From an optimization exercise on the open Yosys and OpenROAD flow, aimed at small area, a short achievable clock period and few clock cycles; shortcuts taken in it are not production practice.
In this exercise RTL edits were held to simulation tests only and were not proved equivalent to the original.

**flow/run.sh**
```bash
#!/bin/bash
# synth_recipe.tcl (not shown) runs the flow's synth.tcl, then flattens the netlist and writes it again
# the make line also repeats each setting of config.mk as NAME=value (left out here)
make -C /OpenROAD-flow-scripts/flow DESIGN_CONFIG=/design/flow/config.mk WORK_HOME=/design/flow/orfs CLKGATE_MAP_FILE= SYNTH_SCRIPT=/design/flow/synth_recipe.tcl finish
```
**flow/config.mk**
```make
export PLATFORM = sky130hd
export DESIGN_NAME = armCpu
export DESIGN_NICKNAME = armCpu
export VERILOG_FILES = /design/flow/design.v
export SDC_FILE = /design/flow/constraint.sdc
export NUM_CORES = 4
export LEC_CHECK = 0
export CAP_MARGIN = 20
export CORE_MARGIN = 2
export CORE_UTILIZATION = 40
export SLEW_MARGIN = 20
```
**flow/constraint.sdc**
```tcl
create_clock -name core_clock -period 15.0 [get_ports {clk}]
set_input_delay 3.0000 -clock core_clock [delete_from_list [all_inputs] [get_ports {clk}]]
set_output_delay 3.0000 -clock core_clock [all_outputs]
set_load 0.01 [all_outputs]
```
**flow/design.v**
```verilog
`timescale 1ns/100ps
`default_nettype none
package armPkg;
	typedef logic [32-1:0] word_t;
	typedef logic [$clog2(16)-1:0] regAddr_t;
	typedef logic [3:0] cond_t;
	typedef logic [3:0] flags_t;
	typedef logic [2:0] aluCtrl_t;
	typedef logic [1:0] srcSel_t;
	typedef enum logic [3:0] {
		FETCH,
		DECODE,
		MEMADR,
		MEMRD,
		MEMWB,
		MEMWR,
		EXECUTER,
		EXECUTEI,
		ALUWB,
		BRANCH
	} fsmState_t;
endpackage
`default_nettype wire
`timescale 1ns/100ps
`default_nettype none
module alu (
	input  armPkg::word_t    a,
	input  armPkg::word_t    b,
	input  armPkg::aluCtrl_t aluControl,
	output armPkg::word_t    result,
	output armPkg::flags_t   aluFlags
);
	logic          isSub;
	logic          isAdder;
	armPkg::word_t         bInv;
	logic [32:0] sum;
	logic          carry;
	logic          overflow;
	assign isSub = (aluControl == 3'b001);
	assign isAdder = (aluControl == 3'b000) || isSub;
	assign bInv = isSub ? ~b : b;
	assign sum = {1'b0, a} + {1'b0, bInv} + {{32{1'b0}}, isSub};
	always_comb begin
		case (aluControl)
			3'b010: result = a & b;
			3'b011: result = a | b;
			3'b100: result = a ^ b;
			3'b101: result = a * b;
			default: result = sum[32-1:0];
		endcase
	end
	assign carry = isAdder && sum[32];
	assign overflow = isAdder && !(a[32-1] ^ b[32-1] ^ isSub)
		&& (a[32-1] ^ sum[32-1]);
	assign aluFlags = {result[32-1], result == '0, carry, overflow};
endmodule
`default_nettype wire
`timescale 1ns/100ps
`default_nettype none
module mainFsm (
	input  logic          clk,
	input  logic          reset,
	input  armPkg::word_t instr,
	output logic          nextPc,
	output logic          branch,
	output logic          regW,
	output logic          memW,
	output logic          aluOp,
	output logic          irWrite,
	output logic          adrSrc,
	output armPkg::srcSel_t aluSrcA,
	output armPkg::srcSel_t aluSrcB,
	output armPkg::srcSel_t resultSrc
);
	armPkg::fsmState_t   state;
	armPkg::fsmState_t   nextState;
	logic [1:0]  op;
	logic [12:0] ctrl;
	assign op = instr[27:26];
	always_ff @(posedge clk or posedge reset) begin
		if (reset) begin
			state <= armPkg::FETCH;
		end else begin
			state <= nextState;
		end
	end
	always_comb begin
		case (state)
			armPkg::FETCH: nextState = armPkg::DECODE;
			armPkg::DECODE: begin
				case (op)
					2'b00: nextState = instr[25] ? armPkg::EXECUTEI : armPkg::EXECUTER;
					2'b01: nextState = armPkg::MEMADR;
					2'b10: nextState = armPkg::BRANCH;
					default: nextState = armPkg::FETCH;
				endcase
			end
			armPkg::MEMADR: nextState = instr[20] ? armPkg::MEMRD : armPkg::MEMWR;
			armPkg::MEMRD: nextState = armPkg::MEMWB;
			armPkg::EXECUTER: nextState = armPkg::ALUWB;
			armPkg::EXECUTEI: nextState = armPkg::ALUWB;
			default: nextState = armPkg::FETCH;
		endcase
	end
	always_comb begin
		case (state)
			armPkg::FETCH: ctrl = 13'b1_0_0_0_1_0_10_01_10_0;
			armPkg::DECODE: ctrl = 13'b0_0_0_0_0_0_10_01_10_0;
			armPkg::MEMADR: ctrl = 13'b0_0_0_0_0_0_00_00_01_0;
			armPkg::MEMRD: ctrl = 13'b0_0_0_0_0_1_00_00_00_0;
			armPkg::MEMWB: ctrl = 13'b0_0_0_1_0_0_01_00_00_0;
			armPkg::MEMWR: ctrl = 13'b0_0_1_0_0_1_00_00_00_0;
			armPkg::EXECUTER: ctrl = 13'b0_0_0_0_0_0_00_00_00_1;
			armPkg::EXECUTEI: ctrl = 13'b0_0_0_0_0_0_00_00_01_1;
			armPkg::ALUWB: ctrl = 13'b0_0_0_1_0_0_00_00_00_0;
			armPkg::BRANCH: ctrl = 13'b0_1_0_0_0_0_10_10_01_0;
			default: ctrl = 13'b0;
		endcase
	end
	assign {nextPc, branch, memW, regW, irWrite, adrSrc, resultSrc, aluSrcA,
		aluSrcB, aluOp} = ctrl;
endmodule
`default_nettype wire
`timescale 1ns/100ps
`default_nettype none
module instrDecoder (
	input  armPkg::word_t instr,
	input  logic          branch,
	input  logic          aluOp,
	output logic [1:0]    regSrc,
	output armPkg::srcSel_t  immSrc,
	output armPkg::aluCtrl_t aluControl,
	output logic          mulSel,
	output logic [1:0]    flagW,
	output logic          pcs
);
	logic [1:0] op;
	logic [5:0] funct;
	logic       isMul;
	logic       writesReg;
	armPkg::regAddr_t   destReg;
	armPkg::aluCtrl_t   aluCtl;
	assign op = instr[27:26];
	assign funct = instr[25:20];
	assign isMul = (op == 2'b00) && !funct[5] && (funct[4:1] == 4'b0000)
		&& (instr[7:4] == 4'b1001);
	always_comb begin
		aluCtl = 3'b000;
		flagW = 2'b00;
		if (aluOp) begin
			if (isMul) begin
				aluCtl = 3'b101;
			end else begin
				case (funct[4:1])
					4'b0100: aluCtl = 3'b000;
					4'b0010: aluCtl = 3'b001;
					4'b0000: aluCtl = 3'b010;
					4'b1100: aluCtl = 3'b011;
					4'b0001: aluCtl = 3'b100;
					default: aluCtl = 3'b000;
				endcase
			end
			flagW[1] = funct[0];
			flagW[0] = funct[0] && ((aluCtl == 3'b000) || (aluCtl == 3'b001));
		end
	end
	assign writesReg = (op == 2'b00) || ((op == 2'b01) && funct[0]);
	assign destReg = isMul ? instr[19:16] : instr[15:12];
	assign pcs = branch || (writesReg && (destReg == armPkg::regAddr_t'(15)));
	assign aluControl = aluCtl;
	assign immSrc = armPkg::srcSel_t'(op);
	assign regSrc = {op == 2'b01, op == 2'b10};
	assign mulSel = isMul;
endmodule
`default_nettype wire
`timescale 1ns/100ps
`default_nettype none
module condLogic (
	input  logic           clk,
	input  logic           reset,
	input  armPkg::word_t  instr,
	input  armPkg::flags_t aluFlags,
	input  logic [1:0]     flagW,
	input  logic           pcs,
	input  logic           nextPc,
	input  logic           branch,
	input  logic           regW,
	input  logic           memW,
	output logic           pcWrite,
	output logic           regWrite,
	output logic           memWrite
);
	armPkg::cond_t      cond;
	armPkg::flags_t     flags;
	logic       condEx;
	logic       condExReg;
	logic [1:0] flagWrite;
	logic       n, z, c, v;
	logic       ge;
	assign cond = instr[31:28];
	assign {n, z, c, v} = flags;
	assign ge = (n == v);
	always_comb begin
		case (cond)
			4'b0000: condEx = z;
			4'b0001: condEx = !z;
			4'b0010: condEx = c;
			4'b0011: condEx = !c;
			4'b0100: condEx = n;
			4'b0101: condEx = !n;
			4'b0110: condEx = v;
			4'b0111: condEx = !v;
			4'b1000: condEx = c && !z;
			4'b1001: condEx = !(c && !z);
			4'b1010: condEx = ge;
			4'b1011: condEx = !ge;
			4'b1100: condEx = !z && ge;
			4'b1101: condEx = !(!z && ge);
			4'b1110: condEx = 1'b1;
			default: condEx = 1'b0;
		endcase
	end
	assign flagWrite = flagW & {2{condEx}};
	always_ff @(posedge clk or posedge reset) begin
		if (reset) begin
			flags <= '0;
			condExReg <= 1'b0;
		end else begin
			if (flagWrite[1]) begin
				flags[3:2] <= aluFlags[3:2];
			end
			if (flagWrite[0]) begin
				flags[1:0] <= aluFlags[1:0];
			end
			condExReg <= condEx;
		end
	end
	assign regWrite = regW && condExReg;
	assign memWrite = memW && condExReg;
	assign pcWrite = (pcs && (branch || regW) && condExReg)
		|| nextPc;
endmodule
`default_nettype wire
`timescale 1ns/100ps
`default_nettype none
module datapath (
	input  logic           clk,
	input  logic           reset,
	input  armPkg::word_t  readData,
	output armPkg::word_t  memAdr,
	output armPkg::word_t  writeData,
	output armPkg::word_t  instr,
	output armPkg::flags_t aluFlags,
	input  logic           irWrite,
	input  logic           adrSrc,
	input  armPkg::srcSel_t  aluSrcA,
	input  armPkg::srcSel_t  aluSrcB,
	input  armPkg::srcSel_t  resultSrc,
	input  logic [1:0]     regSrc,
	input  armPkg::srcSel_t  immSrc,
	input  armPkg::aluCtrl_t aluControl,
	input  logic           mulSel,
	input  logic           pcWrite,
	input  logic           regWrite
);
	armPkg::word_t    pc;
	armPkg::word_t    data;
	armPkg::word_t    aReg;
	armPkg::word_t    aluOut;
	armPkg::word_t    aluResult;
	armPkg::word_t    result;
	armPkg::word_t    extImm;
	armPkg::word_t    srcA;
	armPkg::word_t    srcB;
	armPkg::word_t    rd1;
	armPkg::word_t    rd2;
	armPkg::regAddr_t ra1;
	armPkg::regAddr_t ra2;
	armPkg::regAddr_t a3;
	armPkg::word_t regFile [16-2:0];
	always_ff @(posedge clk or posedge reset) begin
		if (reset) begin
			pc <= '0;
			instr <= '0;
		end else begin
			if (pcWrite) begin
				pc <= result;
			end
			if (irWrite) begin
				instr <= readData;
			end
		end
	end
	assign memAdr = adrSrc ? result : pc;
	always_ff @(posedge clk) begin
		data <= readData;
		aReg <= rd1;
		writeData <= rd2;
		aluOut <= aluResult;
	end
	always_comb begin
		if (regSrc[0]) begin
			ra1 = armPkg::regAddr_t'(15);
		end else begin
			ra1 = mulSel ? instr[3:0] : instr[19:16];
		end
		if (regSrc[1]) begin
			ra2 = instr[15:12];
		end else begin
			ra2 = mulSel ? instr[11:8] : instr[3:0];
		end
		a3 = mulSel ? instr[19:16] : instr[15:12];
	end
	always_ff @(posedge clk) begin
		if (regWrite && (a3 != armPkg::regAddr_t'(15))) begin
			regFile[a3] <= result;
		end
	end
	assign rd1 = (ra1 == armPkg::regAddr_t'(15)) ? result : regFile[ra1];
	assign rd2 = (ra2 == armPkg::regAddr_t'(15)) ? result : regFile[ra2];
	always_comb begin
		case (immSrc)
			2'b00: extImm = {24'b0, instr[7:0]};
			2'b01: extImm = {20'b0, instr[11:0]};
			2'b10: extImm = {{6{instr[23]}}, instr[23:0], 2'b00};
			default: extImm = '0;
		endcase
	end
	always_comb begin
		case (aluSrcA)
			2'b00: srcA = aReg;
			2'b01: srcA = pc;
			default: srcA = aluOut;
		endcase
		case (aluSrcB)
			2'b00: srcB = writeData;
			2'b01: srcB = extImm;
			default: srcB = armPkg::word_t'(4);
		endcase
		case (resultSrc)
			2'b00: result = aluOut;
			2'b01: result = data;
			default: result = aluResult;
		endcase
	end
	alu alu_inst (
		.a(srcA),
		.b(srcB),
		.aluControl(aluControl),
		.result(aluResult),
		.aluFlags(aluFlags)
	);
endmodule
`default_nettype wire
`timescale 1ns/100ps
`default_nettype none
module armCpu (
	input  logic          clk,
	input  logic          reset,
	input  armPkg::word_t readData,
	output armPkg::word_t memAdr,
	output armPkg::word_t writeData,
	output logic          memWrite
);
	armPkg::word_t      instr;
	armPkg::flags_t     aluFlags;
	logic [1:0] flagW;
	logic       pcs;
	logic       nextPc;
	logic       branch;
	logic       regW;
	logic       memW;
	logic       aluOp;
	logic       irWrite;
	logic       adrSrc;
	armPkg::srcSel_t    aluSrcA;
	armPkg::srcSel_t    aluSrcB;
	armPkg::srcSel_t    resultSrc;
	logic [1:0] regSrc;
	armPkg::srcSel_t    immSrc;
	armPkg::aluCtrl_t   aluControl;
	logic       mulSel;
	logic       pcWrite;
	logic       regWrite;
	mainFsm mainFsm_inst (
		.clk(clk),
		.reset(reset),
		.instr(instr),
		.nextPc(nextPc),
		.branch(branch),
		.regW(regW),
		.memW(memW),
		.aluOp(aluOp),
		.irWrite(irWrite),
		.adrSrc(adrSrc),
		.aluSrcA(aluSrcA),
		.aluSrcB(aluSrcB),
		.resultSrc(resultSrc)
	);
	instrDecoder instrDecoder_inst (
		.instr(instr),
		.branch(branch),
		.aluOp(aluOp),
		.regSrc(regSrc),
		.immSrc(immSrc),
		.aluControl(aluControl),
		.mulSel(mulSel),
		.flagW(flagW),
		.pcs(pcs)
	);
	condLogic condLogic_inst (
		.clk(clk),
		.reset(reset),
		.instr(instr),
		.aluFlags(aluFlags),
		.flagW(flagW),
		.pcs(pcs),
		.nextPc(nextPc),
		.branch(branch),
		.regW(regW),
		.memW(memW),
		.pcWrite(pcWrite),
		.regWrite(regWrite),
		.memWrite(memWrite)
	);
	datapath datapath_inst (
		.clk(clk),
		.reset(reset),
		.readData(readData),
		.memAdr(memAdr),
		.writeData(writeData),
		.instr(instr),
		.aluFlags(aluFlags),
		.irWrite(irWrite),
		.adrSrc(adrSrc),
		.aluSrcA(aluSrcA),
		.aluSrcB(aluSrcB),
		.resultSrc(resultSrc),
		.regSrc(regSrc),
		.immSrc(immSrc),
		.aluControl(aluControl),
		.mulSel(mulSel),
		.pcWrite(pcWrite),
		.regWrite(regWrite)
	);
endmodule
`default_nettype wire
```
==> results.toml <==
[worst_setup_path]
worstPathRequired_ns = 12.00
setup.worst_path.class = "reg2out"
slowest_delay_ns = 0.86
critPathBufInv = 7
critPathCaptureType = "output port"
crit_top_cell = "fa_1"
worst_path_max_delay_cell = "dfrtp_1"
cp-start-kind = "flop"
reg2reg_from = "mainFsm_inst.state[3]"
cp.arrival_ns = 11.57
cp-startpoint = "mainFsm_inst.state[2]"
critPathMaxFanout = 19
path_delay_family = "adder cells"

[synth]
ys_seq_elements = 681
syn-num-nets = 5695
yosys-top-cells-count = "964 x nand2_1, 480 x edfxtp_1, 459 x nor2_1, 432 x inv_1, 409 x fa_1"
synth_area_leaders = "edfxtp_1 29%, fa_1 16%, nand2_1 7.2%"
synth-async-reset-ratio_pct = 10.7
ys_types = 94
ys_warn_count = 5
syn_area_per_cell_um2 = 10.0
synth.most_common_cell = "nand2_1"
synth-main-ff-cell = "edfxtp_1"
ys_seq_area_share_pct = 37.3
synth-edff-count = 480
synth_top_cell_by_area = "edfxtp_1"
synthCells = 5034
synth_area_um2 = 50400
synth_top_area_share_pct = 28.6

[sta]
min_period_ns = 14.57
worst_pin_slew_ns = 1.12
hold_viol = 0
finClkSkew_ns = 0.0204
setup_viol = 0
max_freq_mhz = 68.6
slew_violations = 0
timing.slew.headroom_pct = 25.2
setup_tns_ns = 0
fin_crit_sh_pct = 97.1
fin_ws_ns = 0.433
rsz0062_at_grt = "no"

[floorplan]
die_x_um = 359
pin_count = 99
dieArea_um2 = 129000
die-height_um = 359
start_util_pct = 40.2
core-area_um2 = 125000
fp-row-count = 130

[hold_path]
holdCritPathClass = "reg2reg"
hp-start = "datapath_inst.pc[17]"

[placed_design]
gp_congestion = 0.970
hpwl_um = 124000
numPortBuffers = 98
dp_slack_ns = 0.811

[layout]
syn2layout_area_growth_pct = 10.6
final_util_pct = 44.4
nNetsFinal = 5684
fill_cells = 11800
drive_gt1_share_pct = 10.4
antennaDiodeCount = 0

[clock_tree]
cts_sinks = 681
cts_tree = "yes"
ctsLongestPathBuffers = 3
cts_hold_buffers = 0
postCtsSetupBuffers = 0
cts-buffers-inserted = 67
htreeDepth = 3
clk_pin_slew_ns = 0.07
cts.repair.resized = 0
clkLatencyLatePin_ns = 0.62
cts_root_buf = "clkbuf_16"

[drt]
viasPerCell = 5.87
wl_per_cell_um = 26.8
wl_um = 180000
drtAntennaViolNets = 0
drt-initial-drc-count = 4500
vias = 39500
drc = 0
firstDrtPassIters = 8

[grt]
gr-usage-met1_pct = 36.7
grt_pass1_vias = 39200
grt-busiest-layer = "met2"
grt_overflow = 0
grt_use_met3_pct = 4.39
antenna_found_initial = 3
grt_max_degree = 99
use_met2_pct = 44.1
grt_pass1_wl_um = 266000
grtUsageTotal_pct = 27.7

[job]
maxCapViolCount = 0

[run_status]
outcome = "no timing/DRC/antenna violations"
-- worst register-to-register path: cells and delay by family (launching register included) --
kind	cells	cell delay, ns
flops	1	0.66
buf+inv	4	0.99
simple gates	6	2.28
fa+ha+maj	9	4.25
xor+xnor	1	0.13
mux	1	0.19
compound gates	6	2.23
-- logic make-up after synthesis --
group | share of synthesized area [%]
multiplexers | 7.53
AO/OA/AOI/OAI | 9.68
flip-flops | 37.3
adder cells (fa/ha/maj) | 21.7
XOR/XNOR | 2.44
buffers and inverters | 6.10
AND/OR/NAND/NOR | 15.3
-- final timing paths --
check / end / slack, ns / depth (start not counted)
max: memAdr[25] / 0.43 / 32
min: datapath_inst.pc[17] / 0.51 / 1
max reg2reg: condLogic_inst.flags[2] / 4.15 / 27
min reg2reg: datapath_inst.pc[17] / 0.51 / 1
max in group asynchronous: datapath_inst.pc[11] / 11.14 / 3
min in group asynchronous: datapath_inst.pc[15] / 2.65 / 2
-- stage by stage --
| step | hold WS (ns) | cell area (um^2) | instances |
|---|---|---|---|
| final | 0.511 | 55700 | 6725 |
| after global placement | 0.488 | 53500 | 6604 |
| after global routing | 0.531 | 55700 | 6725 |
| after CTS | 0.515 | 55700 | 6725 |
| after floorplan | 0.462 | 50400 | 5034 |
| after detailed placement | 0.497 | 53500 | 6604 |
-- layer usage --
| layer | vias to the layer above | routed length [um] |
|---|---|---|
| met4 | 0 | 10600 |
| met2 | 2092 | 82000 |
| met1 | 19800 | 71000 |
| met3 | 456 | 16600 |
| met5 | - | 0 |
| li1 | 17100 | - |
-- cell type report --
class                   count  area, um^2  area share, %
clock buffers              83        1840           3.30
clock inverters            38         399          0.716
inverters                 465        1750           3.13
multi-input cells        3565       28800           51.7
flip-flops and latches    681       18800           33.7
well taps                1650        2060           3.70
repair buffers            243        2070           3.71
-- sequential cells by signal (all words and copies together), names as in the netlist, 32 cells and up --
name / flops
datapath_inst.data: 32
datapath_inst.instr: 32
datapath_inst.writeData: 32
datapath_inst.regFile: 480
datapath_inst.aReg: 32
datapath_inst.aluOut: 32
datapath_inst.pc: 32
-- placed cells by master (no fill, tap or decap), types with 98 or more instances in the layout --
cell / count
clkdlybuf4s50_1: 98
fa_1: 409
nand2_1: 961
ha_1: 218
a21oi_1: 138
o21ai_0: 143
dfxtp_1: 128
inv_1: 431
edfxtp_1: 480
nor2_1: 443
nand3_1: 288
buf_4: 145
Testbench counts, summed over its fixed seeds: cycles 48,903.

what the ideal ports hide:
In the flow no input, the clock included, has a driving cell. The finished layout below was timed again as built, in two steps.
Step 1: set_driving_cell puts a clkbuf_16 on clk and a buf_2 on each other input, an assumption about the parent block.
Step 2 also shifts input and output timing later by t, the mid clock arrival at the registers, as if the neighbouring blocks saw the same clock.
Slacks: ideal ports / drivers / drivers and shift; pairs: ideal ports / drivers.
shift t [ns]: 0.675
setup WS [ns]: 0.433 / 0.369 / 1.044
pins driven straight from the clock port: 1
After both steps this run still meets setup and hold. For this run, drivers alone change the setup slack by -0.064 ns; drivers and shift together by +0.611 ns.
